From an optimization exercise on the open Yosys and OpenROAD flow, aimed at small area, a short achievable clock period and few clock cycles per item; shortcuts taken in it are not production practice.
At most, simulation tests tie the RTL to the original design; equivalence was not proved.
Power is estimated from default activity; no workload was simulated.

==> inputs of build 39 <==
// conv3x3_stream
module conv3x3_stream
#(
  parameter int DATA_W     = 8,
  parameter int COEF_W     = 8,
  parameter int NORM_SHIFT = 4
) (
  input  logic                  i_clk,
  input  logic                  i_rst,
  input  logic [9*DATA_W-1:0]   i_pixel_data,
  input  logic                  i_pixel_data_valid,
  input  logic                  i_pixel_data_last,
  output logic                  o_pixel_data_ready,
  output logic [DATA_W-1:0]     o_convolved_data,
  output logic                  o_convolved_data_valid,
  output logic                  o_convolved_data_last,
  output logic                  o_convolved_sat,
  input  logic                  i_out_ready,
  input  logic                  i_coef_we,
  input  logic [3:0]            i_coef_addr,
  input  logic [COEF_W-1:0]     i_coef_data,
  input  logic                  i_coef_commit,
  output logic                  o_cfg_pending
);
Settings: LEC_CHECK=0, CAP_MARGIN=20, CORE_MARGIN=2, CORE_UTILIZATION=65, CTS_CLUSTER_DIAMETER=90, CTS_CLUSTER_SIZE=26, SETUP_SLACK_MARGIN=2.5, SLEW_MARGIN=20, SYNTH_HIERARCHICAL=1; clock period 5.0 ns.
run.sh (not shown) runs the stock make flow with config.mk's settings and CLKGATE_MAP_FILE= SYNTH_SCRIPT=/design/flow/synth_recipe.tcl, a recipe that flattens the netlist after the stock synthesis.
==> build 16 (differences from build 39) <==
--- a/flow/design.v
+++ b/flow/design.v
@@ -67,21 +67,22 @@
   input  logic [3:0]            i_coef_addr,
   input  logic [COEF_W-1:0]     i_coef_data,
   input  logic                  i_coef_commit,
   output logic                  o_cfg_pending
 );
-  localparam int CAP = 5;    
-  localparam int NQ  = 4;    
+  localparam int CAP = 6;    
+  localparam int NQ  = 5;    
   localparam int CW  = 3;    
-  localparam int PW  = 2;    
+  localparam int PW  = 3;    
   logic        acc;
   logic [71:0] kq;
-  logic [2:0] vq;    
-  logic [2:0] lq;    
+  logic [3:0] vq;    
+  logic [3:0] lq;    
   logic [175:0] st1_q;
   logic [49:0] st2_q;
   logic [30:0] st3_q;
+  logic [12:0] st4_q;
   logic pp1;
   logic pp2;
   logic pp3;
   logic pp4;
   logic pp5;
@@ -1215,47 +1216,14 @@
   logic s1689, c1690;
   logic s1691, c1692;
   logic s1693, c1694;
   logic s1695, c1696;
   logic [19:0] row0, row1, sum_w;
+  logic [12:0] lo_w;
+  logic [7:0] hi0_w, hi1_w;
   logic cs_c, cs_neg0, cs_big0, cs_neg1, cs_big1;
   logic [7:0] cs_lo;
-  logic [19:0] pp_p, pp_g;
-  logic pfl_g0_1, pfl_p0_1;
-  logic pfl_g0_3, pfl_p0_3;
-  logic pfl_g0_5, pfl_p0_5;
-  logic pfl_g0_7, pfl_p0_7;
-  logic pfl_g0_9, pfl_p0_9;
-  logic pfl_g0_11, pfl_p0_11;
-  logic pfl_g1_2, pfl_p1_2;
-  logic pfl_g1_3, pfl_p1_3;
-  logic pfl_g1_6, pfl_p1_6;
-  logic pfl_g1_7, pfl_p1_7;
-  logic pfl_g1_10, pfl_p1_10;
-  logic pfl_g1_11, pfl_p1_11;
-  logic pfl_g2_4, pfl_p2_4;
-  logic pfl_g2_5, pfl_p2_5;
-  logic pfl_g2_6, pfl_p2_6;
-  logic pfl_g2_7, pfl_p2_7;
-  logic pfl_g3_8, pfl_p3_8;
-  logic pfl_g3_9, pfl_p3_9;
-  logic pfl_g3_10, pfl_p3_10;
-  logic pfl_g3_11, pfl_p3_11;
-  logic pfh_g0_1, pfh_p0_1;
-  logic pfh_g0_3, pfh_p0_3;
-  logic pfh_g0_5, pfh_p0_5;
-  logic pfh_g0_7, pfh_p0_7;
-  logic pfh_g1_2, pfh_p1_2;
-  logic pfh_g1_3, pfh_p1_3;
-  logic pfh_g1_6, pfh_p1_6;
-  logic pfh_g1_7, pfh_p1_7;
-  logic pfh_g2_4, pfh_p2_4;
-  logic pfh_g2_5, pfh_p2_5;
-  logic pfh_g2_6, pfh_p2_6;
-  logic pfh_g2_7, pfh_p2_7;
-  logic [7:0] hi0_w;
-  logic [7:0] hi1_w;
   logic [19:0] sum_n;
   localparam logic [71:0] DEF_KERNEL =
     {8'd1, 8'd2, 8'd1, 8'd2, 8'd4, 8'd2, 8'd1, 8'd2, 8'd1};
   logic [8:0][7:0] shadow_q;
   logic [8:0][7:0] shadow_d;
@@ -1291,15 +1259,16 @@
   assign o_cfg_pending = pending_q;
   always_ff @(posedge i_clk) begin
     st1_q <= {c1216, c1382, s1215, s1381, c1380, c1378, s1213, s1211, s1379, s1377, c1376, c1374, c1372, c1370, s1375, s1373, s1371, s1369, c1368, c1366, c1364, c1362, c1360, s1197, s1367, s1365, s1363, s1361, s1359, c1358, c1356, c1354, c1352, c1350, c1348, c1346, s1357, s1355, s1353, s1351, s1349, s1347, s1345, c1344, c1342, c1340, c1338, c1336, c1334, c1332, c1330, s1343, s1341, s1339, s1337, s1335, s1333, s1331, s1329, c1328, c1326, c1324, c1322, c1320, c1318, c1316, c1314, c1312, s1143, s1327, s1325, s1323, s1321, s1319, s1317, s1315, s1313, s1311, c1310, c1308, c1306, c1304, c1302, c1300, c1298, c1296, c1294, c1292, s1309, s1307, s1305, s1303, s1301, s1299, s1297, s1295, s1293, s1291, c1290, c1288, c1286, c1284, c1282, c1280, c1278, c1276, c1274, s1087, s1289, s1287, s1285, s1283, s1281, s1279, s1277, s1275, s1273, c1272, c1270, c1268, c1266, c1264, c1262, c1260, c1258, s1271, s1269, s1267, s1265, s1263, s1261, s1259, s1257, c1256, c1254, c1252, c1250, c1248, c1246, c1244, s1255, s1253, s1251, s1249, s1247, s1245, s1243, c1242, c1240, c1238, c1236, c1234, s1009, s1241, s1239, s1237, s1235, s1233, c1232, c1230, c1228, c1226, s1231, s1229, s1227, s1225, c1224, c1222, c1220, s1223, s1221, s1219, c1218, s967, s1217, s961};
     st2_q <= {c1648, s1647, s1613, c1612, c1646, s1645, c1644, st1_q[169], s1561, s1643, c1642, s1607, s1641, c1640, c1638, s1639, s1637, c1636, s1599, s1597, s1635, c1634, c1632, s1541, s1633, s1631, c1630, c1628, st1_q[107], s1629, s1627, c1626, s1583, s1581, s1625, c1624, c1622, s1623, s1621, c1620, s1619, c1618, s1403, s1617, c1616, s1615, s1565, s1495, s1383, st1_q[0]};
     st3_q <= {c1696, st2_q[49], c1694, s1695, c1692, s1693, s1691, s1667, s1683, c1682, c1690, s1681, c1688, s1689, c1686, s1687, s1685, st2_q[26], s1675, c1674, st2_q[17], s1673, s1651, c1672, s1671, s1649, st2_q[4], st2_q[3], st2_q[2], st2_q[1], st2_q[0]};
+    st4_q <= {~hi1_w[7], (hi1_w[7] & ~(&hi1_w[6:0])), ~hi0_w[7], (hi0_w[7] & ~(&hi0_w[6:0])), lo_w[12:4]};
   end
   always_ff @(posedge i_clk) begin
     if (i_rst) vq <= '0;
-    else       vq <= {vq[1:0], acc};
-    lq <= {lq[1:0], i_pixel_data_last};
+    else       vq <= {vq[2:0], acc};
+    lq <= {lq[2:0], i_pixel_data_last};
   end
   assign pp1 = ~(i_pixel_data[0] & kq[0]);
   assign pp2 = ~(i_pixel_data[1] & kq[0]);
   assign pp3 = ~(i_pixel_data[2] & kq[0]);
   assign pp4 = ~(i_pixel_data[3] & kq[0]);
@@ -2446,96 +2415,26 @@
   conv3x3_ha u_ha1 (.a(c1684), .b(c1666), .s(s1691), .co(c1692));
   conv3x3_ha u_ha2 (.a(c1668), .b(s1669), .s(s1693), .co(c1694));
   conv3x3_ha u_ha3 (.a(c1670), .b(st2_q[48]), .s(s1695), .co(c1696));
   assign row0 = {1'b1, st3_q[29], st3_q[27], st3_q[25], st3_q[23], st3_q[21], st3_q[19], st3_q[17], st3_q[15], st3_q[13], st3_q[11], st3_q[9], st3_q[7], st3_q[6], st3_q[5], st3_q[4], st3_q[3], st3_q[2], st3_q[1], st3_q[0]};
   assign row1 = {1'b0, st3_q[30], st3_q[28], st3_q[26], st3_q[24], st3_q[22], st3_q[20], st3_q[18], st3_q[16], st3_q[14], st3_q[12], st3_q[10], st3_q[8], 1'b0, 1'b0, 1'b0, 1'b0, 1'b0, 1'b0, 1'b0};
-  assign pp_p = row0 ^ row1;
-  assign pp_g = row0 & row1;
-  assign pfl_g0_1 = pp_g[1] | (pp_p[1] & pp_g[0]);
-  assign pfl_p0_1 = pp_p[1] & pp_p[0];
-  assign pfl_g0_3 = pp_g[3] | (pp_p[3] & pp_g[2]);
-  assign pfl_p0_3 = pp_p[3] & pp_p[2];
-  assign pfl_g0_5 = pp_g[5] | (pp_p[5] & pp_g[4]);
-  assign pfl_p0_5 = pp_p[5] & pp_p[4];
-  assign pfl_g0_7 = pp_g[7] | (pp_p[7] & pp_g[6]);
-  assign pfl_p0_7 = pp_p[7] & pp_p[6];
-  assign pfl_g0_9 = pp_g[9] | (pp_p[9] & pp_g[8]);
-  assign pfl_p0_9 = pp_p[9] & pp_p[8];
-  assign pfl_g0_11 = pp_g[11] | (pp_p[11] & pp_g[10]);
-  assign pfl_p0_11 = pp_p[11] & pp_p[10];
-  assign pfl_g1_2 = pp_g[2] | (pp_p[2] & pfl_g0_1);
-  assign pfl_p1_2 = pp_p[2] & pfl_p0_1;
-  assign pfl_g1_3 = pfl_g0_3 | (pfl_p0_3 & pfl_g0_1);
-  assign pfl_p1_3 = pfl_p0_3 & pfl_p0_1;
-  assign pfl_g1_6 = pp_g[6] | (pp_p[6] & pfl_g0_5);
-  assign pfl_p1_6 = pp_p[6] & pfl_p0_5;
-  assign pfl_g1_7 = pfl_g0_7 | (pfl_p0_7 & pfl_g0_5);
-  assign pfl_p1_7 = pfl_p0_7 & pfl_p0_5;
-  assign pfl_g1_10 = pp_g[10] | (pp_p[10] & pfl_g0_9);
-  assign pfl_p1_10 = pp_p[10] & pfl_p0_9;
-  assign pfl_g1_11 = pfl_g0_11 | (pfl_p0_11 & pfl_g0_9);
-  assign pfl_p1_11 = pfl_p0_11 & pfl_p0_9;
-  assign pfl_g2_4 = pp_g[4] | (pp_p[4] & pfl_g1_3);
-  assign pfl_p2_4 = pp_p[4] & pfl_p1_3;
-  assign pfl_g2_5 = pfl_g0_5 | (pfl_p0_5 & pfl_g1_3);
-  assign pfl_p2_5 = pfl_p0_5 & pfl_p1_3;
-  assign pfl_g2_6 = pfl_g1_6 | (pfl_p1_6 & pfl_g1_3);
-  assign pfl_p2_6 = pfl_p1_6 & pfl_p1_3;
-  assign pfl_g2_7 = pfl_g1_7 | (pfl_p1_7 & pfl_g1_3);
-  assign pfl_p2_7 = pfl_p1_7 & pfl_p1_3;
-  assign pfl_g3_8 = pp_g[8] | (pp_p[8] & pfl_g2_7);
-  assign pfl_p3_8 = pp_p[8] & pfl_p2_7;
-  assign pfl_g3_9 = pfl_g0_9 | (pfl_p0_9 & pfl_g2_7);
-  assign pfl_p3_9 = pfl_p0_9 & pfl_p2_7;
-  assign pfl_g3_10 = pfl_g1_10 | (pfl_p1_10 & pfl_g2_7);
-  assign pfl_p3_10 = pfl_p1_10 & pfl_p2_7;
-  assign pfl_g3_11 = pfl_g1_11 | (pfl_p1_11 & pfl_g2_7);
-  assign pfl_p3_11 = pfl_p1_11 & pfl_p2_7;
-  assign cs_lo = {(pp_p[11] ^ pfl_g3_10), (pp_p[10] ^ pfl_g3_9), (pp_p[9] ^ pfl_g3_8), (pp_p[8] ^ pfl_g2_7), (pp_p[7] ^ pfl_g2_6), (pp_p[6] ^ pfl_g2_5), (pp_p[5] ^ pfl_g2_4), (pp_p[4] ^ pfl_g1_3)};
-  assign cs_c = pfl_g3_11;
-  assign pfh_g0_1 = pp_g[13] | (pp_p[13] & pp_g[12]);
-  assign pfh_p0_1 = pp_p[13] & pp_p[12];
-  assign pfh_g0_3 = pp_g[15] | (pp_p[15] & pp_g[14]);
-  assign pfh_p0_3 = pp_p[15] & pp_p[14];
-  assign pfh_g0_5 = pp_g[17] | (pp_p[17] & pp_g[16]);
-  assign pfh_p0_5 = pp_p[17] & pp_p[16];
-  assign pfh_g0_7 = pp_g[19] | (pp_p[19] & pp_g[18]);
-  assign pfh_p0_7 = pp_p[19] & pp_p[18];
-  assign pfh_g1_2 = pp_g[14] | (pp_p[14] & pfh_g0_1);
-  assign pfh_p1_2 = pp_p[14] & pfh_p0_1;
-  assign pfh_g1_3 = pfh_g0_3 | (pfh_p0_3 & pfh_g0_1);
-  assign pfh_p1_3 = pfh_p0_3 & pfh_p0_1;
-  assign pfh_g1_6 = pp_g[18] | (pp_p[18] & pfh_g0_5);
-  assign pfh_p1_6 = pp_p[18] & pfh_p0_5;
-  assign pfh_g1_7 = pfh_g0_7 | (pfh_p0_7 & pfh_g0_5);
-  assign pfh_p1_7 = pfh_p0_7 & pfh_p0_5;
-  assign pfh_g2_4 = pp_g[16] | (pp_p[16] & pfh_g1_3);
-  assign pfh_p2_4 = pp_p[16] & pfh_p1_3;
-  assign pfh_g2_5 = pfh_g0_5 | (pfh_p0_5 & pfh_g1_3);
-  assign pfh_p2_5 = pfh_p0_5 & pfh_p1_3;
-  assign pfh_g2_6 = pfh_g1_6 | (pfh_p1_6 & pfh_g1_3);
-  assign pfh_p2_6 = pfh_p1_6 & pfh_p1_3;
-  assign pfh_g2_7 = pfh_g1_7 | (pfh_p1_7 & pfh_g1_3);
-  assign pfh_p2_7 = pfh_p1_7 & pfh_p1_3;
-  assign hi0_w = {(pp_p[19] ^ pfh_g2_6), (pp_p[18] ^ pfh_g2_5), (pp_p[17] ^ pfh_g2_4), (pp_p[16] ^ pfh_g1_3), (pp_p[15] ^ pfh_g1_2), (pp_p[14] ^ pfh_g0_1), (pp_p[13] ^ pp_g[12]), (pp_p[12] ^ 1'b0)};
-  assign cs_neg0 = ~hi0_w[7];
-  assign cs_big0 = hi0_w[7] & ~(&hi0_w[6:0]);
-  assign hi1_w = {(pp_p[19] ^ (pfh_g2_6 | pfh_p2_6)), (pp_p[18] ^ (pfh_g2_5 | pfh_p2_5)), (pp_p[17] ^ (pfh_g2_4 | pfh_p2_4)), (pp_p[16] ^ (pfh_g1_3 | pfh_p1_3)), (pp_p[15] ^ (pfh_g1_2 | pfh_p1_2)), (pp_p[14] ^ (pfh_g0_1 | pfh_p0_1)), (pp_p[13] ^ (pp_g[12] | pp_p[12])), (pp_p[12] ^ 1'b1)};
-  assign cs_neg1 = ~hi1_w[7];
-  assign cs_big1 = hi1_w[7] & ~(&hi1_w[6:0]);
+  assign lo_w  = {1'b0, row0[11:0]} + {1'b0, row1[11:0]};
+  assign hi0_w = row0[19:12] + row1[19:12];
+  assign hi1_w = row0[19:12] + row1[19:12] + 8'd1;
+  assign {cs_neg1, cs_big1, cs_neg0, cs_big0, cs_c, cs_lo} = st4_q;
   assign sum_n = ~sum_w;
   logic [7:0] res_data;
   logic       res_sat;
   logic       res_neg, res_big;
   logic       res_v;
   logic [9:0] res_d;
   assign res_neg  = cs_c ? cs_neg1 : cs_neg0;
   assign res_big  = cs_c ? cs_big1 : cs_big0;
   assign res_sat  = res_neg | res_big;
   assign res_data = (~cs_lo | {8{res_big}}) & ~{8{res_neg}};
-  assign res_v    = vq[2];
-  assign res_d    = {res_data, lq[2], res_sat};
+  assign res_v    = vq[3];
+  assign res_d    = {res_data, lq[3], res_sat};
   logic [NQ-1:0][9:0] mem_q;
   logic [NQ-1:0]      wp_q, rp_q;
   logic               fne_q;       
   logic [PW:0]        fcnt_q;
   logic [CW-1:0]      cnt_q, cnt_d;
Settings changed: CAP_MARGIN 20 to 10, SLEW_MARGIN 20 to 10.
==> comparison table <==
metric                                                                                   build 39                 build 16
Synthesized area per cell                                                              12.5 sq um               12.7 sq um
Library cell contributing the largest single delay on the critical path  sky130_fd_sc_hd__dfxtp_2    sky130_fd_sc_hd__fa_2
Layout buffering overhead excluding clock cells                                            0.0622                   0.0537
Clock distribution area overhead in the final layout                                       0.0221                   0.0242
Total clock buffers created by CTS                                                             23                       25
Total track usage                                                                           0.350                    0.348
Outcome                                                                   complete, no violations  complete, no violations
Xor and xnor area share after synthesis                                                   0.00352                  0.00440
Via count of the first global-routing pass                                                  18305                    18445
Layout multi-input combinational cell count                                                  1501                     1484
Leakage power summed over all cells                                                       11.4 nW                  11.3 nW
Worst-case hold slack                                                                    0.337 ns                 0.333 ns
Routing usage on met3                                                                       0.109                    0.117
Clock sink total                                                                              467                      495
Summed instance area of the synthesized netlist                                       27400 sq um              27900 sq um
Detail-routed net length per standard cell                                                26.3 um                  26.6 um
Global-route wire length before repair                                                  110000 um                111000 um
Non-clock inverter count                                                                       57                       55
Die extent in y                                                                            209 um                   211 um
Total met2 wirelength after detailed routing                                             36300 um                 36100 um
Cell Pwr Density                                                                      566 nW/um^2              525 nW/um^2
Mux share of post-synthesis cell area                                                      0.0219                   0.0231
Multi-input gate share of the layout cell area                                              0.556                    0.537
Layout clock buffer count                                                                      36                       35
Sum of buffers and inverters on the critical path                                               5                        0
Overall power after layout                                                               0.0181 W                 0.0166 W
Testbench counts of build 16, summed over its fixed seeds: cycles 4,136, items 4,096.
Only the layout flow was run in build 39; the RTL was not checked for function there.

[port drivers added, routing unchanged]
The flow's constraints put no driver on any port. The routed layouts listed below were extracted and timed again, unchanged, in two steps.
Step 1 assumes that a clkbuf_16 drives the clock port and a buf_2 every other input.
Step 2 moves the port delays by t, midway between the first and last clock arrival at a register: inputs arrive t later, outputs are due t later. That takes back most of the time a late clock gives input paths.
a / b / c = ideal ports / drivers / drivers and shift; a / b = the first two.
run	t (ns)	slack for setup (ns)	worst setup path after step 2
build 39	0.625	2.222 / 2.222 / 1.892	input to register
build 16	0.639	2.471 / 2.471 / 1.868	input to register
After both steps every run listed still meets setup and hold. The setup slack of build 16, which loses most, moves by 0.000 ns with the drivers and by -0.603 ns with both steps.
